Background: an optimization exercise with open tools, aiming at small area and a short achievable clock period. Do not read the settings as production practice. The RTL was checked by simulation tests, not by an equivalence proof against the original design.

==> flow/design.v <==
`default_nettype none
module wbps_regs (
   input  wire logic          clock,
   input  wire logic          reset,
   input  wire logic          psel,
   input  wire logic          penable,
   input  wire logic          pwrite,
   input  wire logic [5:0]    paddr,
   input  wire logic [63:0]   pwdata,
   output logic      [63:0]   prdata,
   output logic               pready,
   output logic [127:0]       pattern,
   output logic [15:0]        wildcard_mask,
   output logic [4:0]         pattern_length,
   output logic [63:0]        region_base,
   output logic [5:0]         region_base_hi_ones
);
   localparam int OFFSET_BITS = 32;    
   logic [63:0] pattern_low_ff, pattern_high_ff, region_base_ff;
   logic [15:0] wildcard_mask_ff;
   logic [4:0]  pattern_length_ff;
   logic [63:0] pattern_low_n_ff, pattern_high_n_ff, region_base_n_ff;
   logic [15:0] wildcard_mask_n_ff;
   logic [4:0]  pattern_length_n_ff;
   logic [63:0] wdata_n;
   logic [2:0]  index;
   logic        write_strobe;
   logic [63:0] wdata;
   logic [5:0]  base_hi_ones_ff, base_hi_ones_in;
   assign index = paddr[5:3];
   assign write_strobe = psel && penable && pwrite;
   assign wdata = reset ? 64'd0 : pwdata;
   assign wdata_n = ~wdata;
   assign pattern_low_ff = ~pattern_low_n_ff;
   assign pattern_high_ff = ~pattern_high_n_ff;
   assign region_base_ff = ~region_base_n_ff;
   assign wildcard_mask_ff = ~wildcard_mask_n_ff;
   assign pattern_length_ff = ~pattern_length_n_ff;
   assign pready = 1'b1;
   assign pattern = {pattern_high_ff, pattern_low_ff};
   assign wildcard_mask = wildcard_mask_ff;
   assign pattern_length = pattern_length_ff;
   assign region_base = region_base_ff;
   assign region_base_hi_ones = base_hi_ones_ff;
   always_comb begin
      base_hi_ones_in = 6'(64 - OFFSET_BITS);
      for (int k = 63 - OFFSET_BITS; k >= 0; k--) begin
         if (!wdata[OFFSET_BITS + k]) base_hi_ones_in = 6'(k);
      end
   end
   always_ff @(posedge clock) begin
      if (reset || (write_strobe && index == 3'd0)) pattern_low_n_ff <= wdata_n;
      if (reset || (write_strobe && index == 3'd1)) pattern_high_n_ff <= wdata_n;
      if (reset || (write_strobe && index == 3'd2)) wildcard_mask_n_ff <= wdata_n[15:0];
      if (reset || (write_strobe && index == 3'd3)) pattern_length_n_ff <= wdata_n[4:0];
      if (reset || (write_strobe && index == 3'd4)) begin
         region_base_n_ff <= wdata_n;
         base_hi_ones_ff <= base_hi_ones_in;
      end
   end
   wbps_rdata u_rdata (
      .index          (index),
      .pattern_low    (pattern_low_ff),
      .pattern_high   (pattern_high_ff),
      .wildcard_mask  (wildcard_mask_ff),
      .pattern_length (pattern_length_ff),
      .region_base    (region_base_ff),
      .prdata         (prdata)
   );
endmodule
`default_nettype wire
`default_nettype none
module wbps_rdata (
   input  wire logic [2:0]    index,
   input  wire logic [63:0]   pattern_low,
   input  wire logic [63:0]   pattern_high,
   input  wire logic [15:0]   wildcard_mask,
   input  wire logic [4:0]    pattern_length,
   input  wire logic [63:0]   region_base,
   output logic      [63:0]   prdata
);
   logic [63:0] pair0, pair1, low4, high4;
   assign pair0 = index[0] ? pattern_high : pattern_low;
   assign pair1 = index[0] ? {59'd0, pattern_length} : {48'd0, wildcard_mask};
   assign low4 = index[1] ? pair1 : pair0;
   assign high4 = (index[1] || index[0]) ? 64'd0 : region_base;
   assign prdata = index[2] ? high4 : low4;
endmodule
`default_nettype wire
`default_nettype none
module wbps_match (
   input  wire logic [7:0]   data,
   input  wire logic [127:0] pattern,
   input  wire logic [15:0]  wildcard_mask,
   output logic [15:0]       match
);
   always_comb begin
      for (int i = 0; i < 16; i++) begin
         match[i] = wildcard_mask[i] || (data == pattern[8 * i +: 8]);
      end
   end
endmodule
`default_nettype wire
`default_nettype none
module wbps_core (
   input  wire logic          clock,
   input  wire logic          reset,
   input  wire logic [127:0]  pattern,
   input  wire logic [15:0]   wildcard_mask,
   input  wire logic [4:0]    pattern_length,
   input  wire logic [63:0]   region_base,
   input  wire logic [5:0]    region_base_hi_ones,
   input  wire logic          req_valid,
   output logic               req_ready,
   input  wire logic [7:0]    req_data_byte,
   input  wire logic          req_last_byte,
   output logic               rsp_valid,
   input  wire logic          rsp_ready,
   output logic               rsp_found,
   output logic [63:0]        rsp_match_address
);
   localparam int OFFSET_BITS = 32;    
   localparam int W = OFFSET_BITS;
   logic        in_valid_ff;
   logic [7:0]  in_byte_ff;
   logic        in_last_ff;
   logic        first_ff;       
   logic        done_ff;        
   logic [4:0]  count_ff;       
   logic [14:0] prefix_ff;
   logic [W:0]  addr_ff;        
   logic        out_valid_ff;
   logic        out_found_ff;
   logic        advance, step;
   logic [4:0]  length;
   logic [16:0] length_sel;
   logic [15:0] match;
   logic [15:0] prefix;
   logic        done;
   logic        hit;
   logic [4:0]  count_next;
   logic        full;
   logic [W-1:0] stop_offset;
   logic [W-1:0] stop_carry_in;
   logic [W-1:0] stop_carry_out;
   logic        stop;
   logic        inc;
   logic [W:0]  addr_cur;
   logic [W:0]  addr_ones;
   logic [63-W:0] base_ones;
   assign advance = !out_valid_ff || rsp_ready;
   assign step = in_valid_ff && advance;
   assign req_ready = !in_valid_ff || advance;
   assign length = (pattern_length > 5'd16) ? 5'd16 : pattern_length;
   always_comb begin
      for (int l = 0; l <= 16; l++) begin
         length_sel[l] = (length == 5'(l));
      end
   end
   wbps_match u_match (
      .data          (in_byte_ff),
      .pattern       (pattern),
      .wildcard_mask (wildcard_mask),
      .match         (match)
   );
   always_comb begin
      prefix[0] = match[0];
      for (int i = 1; i < 16; i++) begin
         prefix[i] = match[i] && prefix_ff[i - 1] && !first_ff;
      end
   end
   assign done = done_ff && !first_ff;
   assign hit = |(length_sel[16:1] & prefix) && !done;
   assign count_next = first_ff ? 5'd1 : (count_ff[4] ? count_ff : count_ff + 5'd1);
   assign full = (count_next >= length);
   assign stop_offset = {{(W-5){1'b1}}, ~length};
   assign stop_carry_in = region_base[W-1:0] ^ stop_offset ^ addr_ff[W-1:0];
   assign stop_carry_out = (region_base[W-1:0] & stop_offset)
      | ((region_base[W-1:0] | stop_offset) & ~addr_ff[W-1:0]);
   assign stop = !first_ff && (stop_carry_in == {stop_carry_out[W-2:0], 1'b0});
   assign inc = full && !hit && !stop;
   assign addr_cur = first_ff ? {1'b0, region_base[W-1:0]} : addr_ff;
   always_comb begin
      addr_ones[0] = 1'b1;
      for (int k = 1; k <= W; k++) begin
         addr_ones[k] = addr_ones[k - 1] && addr_cur[k - 1];
      end
      for (int k = 0; k < 64 - W; k++) begin
         base_ones[k] = (region_base_hi_ones >= 6'(k));
      end
   end
   always_ff @(posedge clock) begin
      if (reset) begin
         in_valid_ff <= 1'b0;
         first_ff <= 1'b1;
         out_valid_ff <= 1'b0;
      end else begin
         if (req_ready) in_valid_ff <= req_valid;
         if (step) first_ff <= in_last_ff;
         if (advance) out_valid_ff <= step && (hit || (in_last_ff && !done));
      end
   end
   always_ff @(posedge clock) begin
      if (req_ready) begin
         in_byte_ff <= req_data_byte;
         in_last_ff <= req_last_byte;
      end
      if (step) begin
         done_ff <= done || hit;
         count_ff <= count_next;
         prefix_ff <= prefix[14:0];
         addr_ff <= addr_cur ^ (addr_ones & {(W+1){inc}});
         out_found_ff <= hit;
      end
   end
   assign rsp_valid = out_valid_ff;
   assign rsp_found = out_found_ff;
   assign rsp_match_address = out_found_ff
      ? {region_base[63:W] ^ (base_ones & {(64-W){addr_ff[W]}}), addr_ff[W-1:0]} : 64'd0;
endmodule
`default_nettype wire
`default_nettype none
module wildcard_byte_pattern_search (
   input  wire logic          clock,
   input  wire logic          reset,
   input  wire logic          req_valid,
   output logic               req_ready,
   input  wire logic [7:0]    req_data_byte,
   input  wire logic          req_last_byte,
   output logic               rsp_valid,
   input  wire logic          rsp_ready,
   output logic               rsp_found,
   output logic [63:0]        rsp_match_address,
   input  wire logic          psel,
   input  wire logic          penable,
   input  wire logic          pwrite,
   input  wire logic [5:0]    paddr,
   input  wire logic [63:0]   pwdata,
   output logic      [63:0]   prdata,
   output logic               pready
);
   logic [127:0] pattern;
   logic [15:0]  wildcard_mask;
   logic [4:0]   pattern_length;
   logic [63:0]  region_base;
   logic [5:0]   region_base_hi_ones;
   wbps_regs u_regs (
      .clock          (clock),
      .reset          (reset),
      .psel           (psel),
      .penable        (penable),
      .pwrite         (pwrite),
      .paddr          (paddr),
      .pwdata         (pwdata),
      .prdata         (prdata),
      .pready         (pready),
      .pattern        (pattern),
      .wildcard_mask  (wildcard_mask),
      .pattern_length (pattern_length),
      .region_base    (region_base),
      .region_base_hi_ones (region_base_hi_ones)
   );
   wbps_core u_core (
      .clock             (clock),
      .reset             (reset),
      .pattern           (pattern),
      .wildcard_mask     (wildcard_mask),
      .pattern_length    (pattern_length),
      .region_base       (region_base),
      .region_base_hi_ones (region_base_hi_ones),
      .req_valid         (req_valid),
      .req_ready         (req_ready),
      .req_data_byte     (req_data_byte),
      .req_last_byte     (req_last_byte),
      .rsp_valid         (rsp_valid),
      .rsp_ready         (rsp_ready),
      .rsp_found         (rsp_found),
      .rsp_match_address (rsp_match_address)
   );
endmodule
`default_nettype wire
export LEC_CHECK = 0
export CAP_MARGIN = 20
export CORE_MARGIN = 2
export CORE_UTILIZATION = 40
export CTS_BUF_LIST = sky130_fd_sc_hd__clkbuf_8
export CTS_CLUSTER_DIAMETER = 50
export CTS_CLUSTER_SIZE = 20
export PLACE_DENSITY = 0.75
export SETUP_SLACK_MARGIN = 3.2
export SLEW_MARGIN = 20
export TNS_END_PERCENT = 20
create_clock -name core_clock -period 7.2 [get_ports {clock}]
standard.sh (not shown) runs the stock make flow with config.mk's settings and CLKGATE_MAP_FILE= SYNTH_SCRIPT=/design/flow/synth_recipe.tcl, a recipe that flattens the netlist after the stock synthesis.
==> flow/flow/run.sh <==
#!/bin/bash
# The standard layout (standard.sh), with these placement and clock-tree
# choices: the port buffers that placement inserts are sky130_fd_sc_hd__buf_1,
# the clock tree is built without dummy loads, and after floorplan the
# read-data logic is rebuilt as a NAND-NAND selection (flow/rdata.tcl). make's
# output goes to standard.log; each ORFS step keeps its own log under orfs/logs.
set -euo pipefail
export BUFFER_PORTS_ARGS="-buffer_cell sky130_fd_sc_hd__buf_1"
export CTS_ARGS="-sink_clustering_enable -repair_clock_nets -sink_clustering_size 20 -sink_clustering_max_diameter 50 -buf_list sky130_fd_sc_hd__clkbuf_8 -dont_use_dummy_load"
export POST_FLOORPLAN_TCL="$PWD/flow/rdata.tcl"
bash standard.sh > standard.log 2>&1
==> flow/flow/rdata.tcl <==
# Rebuild the read-data logic (prdata from paddr[5:3] and the configuration
# registers) as one decode of paddr and a NAND-NAND selection per bit, so that
# paddr passes through three gates; then remove the cells that only fed the
# old read-data logic. Runs after floorplan, before placement.
set block [ord::get_db_block]
set ::rd_block $block
set ::rd_count 0

proc rd_master {name} {
  set m [[ord::get_db] findMaster sky130_fd_sc_hd__$name]
  if {$m eq "NULL"} { error "no master $name" }
  return $m
}

proc rd_net {} {
  incr ::rd_count
  return [odb::dbNet_create $::rd_block "rd_net_$::rd_count"]
}

proc rd_inst {master conns} {
  incr ::rd_count
  set inst [odb::dbInst_create $::rd_block [rd_master $master] "rd_inst_$::rd_count"]
  foreach {pin net} $conns {
    set it [$inst findITerm $pin]
    if {$it eq "NULL"} { error "no pin $pin on $master" }
    $it connect $net
  }
  return $inst
}

# the registers' outputs (the values are kept inverted)
array set reg_q {}
foreach inst [$block getInsts] {
  if {[regexp {^u_\w+\.(pattern_low_n_ff|pattern_high_n_ff|wildcard_mask_n_ff|pattern_length_n_ff|region_base_n_ff)\\?\[(\d+)\\?\]} \
         [$inst getName] -> reg bit]} {
    foreach it [$inst getITerms] {
      if {[$it isOutputSignal]} { set reg_q($reg,$bit) [$it getNet] }
    }
  }
}
if {[array size reg_q] != 213} { error "found [array size reg_q] register outputs, expected 213" }

set a3 [$block findNet {paddr[3]}]
set a4 [$block findNet {paddr[4]}]
set a5 [$block findNet {paddr[5]}]

# one-hot decode of paddr[5:3]
set sel0 [rd_net]; rd_inst nor3_1  [list A $a5 B $a4 C $a3 Y $sel0]
set sel1 [rd_net]; rd_inst nor3b_1 [list A $a5 B $a4 C_N $a3 Y $sel1]
set sel2 [rd_net]; rd_inst nor3b_1 [list A $a5 B $a3 C_N $a4 Y $sel2]
set sel3 [rd_net]; rd_inst and3b_1 [list A_N $a5 B $a4 C $a3 X $sel3]
set sel4 [rd_net]; rd_inst nor3b_1 [list A $a4 B $a3 C_N $a5 Y $sel4]

for {set b 0} {$b < 64} {incr b} {
  set port [$block findNet "prdata\[$b\]"]
  set pairs [list $sel0 $reg_q(pattern_low_n_ff,$b) $sel1 $reg_q(pattern_high_n_ff,$b)]
  if {$b < 16} { lappend pairs $sel2 $reg_q(wildcard_mask_n_ff,$b) }
  if {$b < 5} { lappend pairs $sel3 $reg_q(pattern_length_n_ff,$b) }
  lappend pairs $sel4 $reg_q(region_base_n_ff,$b)
  # term = !(sel && value), value = !q
  set terms {}
  foreach {sel q} $pairs {
    set t [rd_net]
    rd_inst nand2b_1 [list A_N $q B $sel Y $t]
    lappend terms $t
  }
  # detach the old driver of prdata[b]
  foreach it [$port getITerms] {
    if {[$it isOutputSignal]} { $it disconnect }
  }
  switch [llength $terms] {
    3 { rd_inst nand3_1 [list A [lindex $terms 0] B [lindex $terms 1] C [lindex $terms 2] Y $port] }
    4 { rd_inst nand4_1 [list A [lindex $terms 0] B [lindex $terms 1] C [lindex $terms 2] D [lindex $terms 3] Y $port] }
    5 {
      set u [rd_net]
      rd_inst and2_1 [list A [lindex $terms 3] B [lindex $terms 4] X $u]
      rd_inst nand4_1 [list A [lindex $terms 0] B [lindex $terms 1] C [lindex $terms 2] D $u Y $port]
    }
  }
}

# remove the combinational cells whose outputs no longer reach anything
set removed 0
set changed 1
while {$changed} {
  set changed 0
  foreach inst [$block getInsts] {
    set master [$inst getMaster]
    if {[$master isSequential]} { continue }
    set outs 0
    set used 0
    foreach it [$inst getITerms] {
      if {![$it isOutputSignal]} { continue }
      incr outs
      set net [$it getNet]
      if {$net eq "NULL"} { continue }
      if {[llength [$net getITerms]] > 1 || [llength [$net getBTerms]] > 0} { set used 1 }
    }
    if {$outs > 0 && !$used} {
      set nets {}
      foreach it [$inst getITerms] {
        set net [$it getNet]
        if {$net ne "NULL"} { lappend nets $net }
      }
      odb::dbInst_destroy $inst
      foreach net $nets {
        if {[llength [$net getITerms]] == 0 && [llength [$net getBTerms]] == 0} { odb::dbNet_destroy $net }
      }
      incr removed
      set changed 1
    }
  }
}
puts "rdata.tcl: rebuilt prdata, removed $removed cells"
Rerun with:
--- a/flow/flow/rdata.tcl
+++ b/flow/flow/rdata.tcl
@@ -6,2 +6 @@
-set ::rd_block $block
-set ::rd_count 0
+set rd_count 0
@@ -16,2 +15,3 @@
-  incr ::rd_count
-  return [odb::dbNet_create $::rd_block "rd_net_$::rd_count"]
+  global block rd_count
+  incr rd_count
+  return [odb::dbNet_create $block "rd_net_$rd_count"]
@@ -21,2 +21,3 @@
-  incr ::rd_count
-  set inst [odb::dbInst_create $::rd_block [rd_master $master] "rd_inst_$::rd_count"]
+  global block rd_count
+  incr rd_count
+  set inst [odb::dbInst_create $block [rd_master $master] "rd_inst_$rd_count"]
This time the run ended with an error in floorplan (2_1_floorplan); synthesized cell count is unchanged; synthesized area stays the same.

==> port drivers added, routing unchanged <==
The flow's constraints put no driver on any port. The routed layout listed below was extracted and timed again, unchanged, in two steps.
Step 1: set_driving_cell puts a clkbuf_16 on clock and a buf_2 on each other input, an assumption about the parent block.
Step 2 adds t to the input delays and takes it off the output delays; t is the mean of the earliest and latest rising clock arrival at the registers after step 1. Input paths then give back, and output paths get back, about the clock's delay inside the block.
Three values: ideal ports, drivers, drivers and shift; two values: the first two.
run: the first run
t, ns: 0.583
slack for setup (ns): 3.137 / 3.076 / 3.076
clock arrival spread, ns: 0.098 / 0.098
After both steps setup and hold are still met in the first run. The setup slack of the first run moves by -0.061 ns with the drivers and by -0.061 ns with both steps.
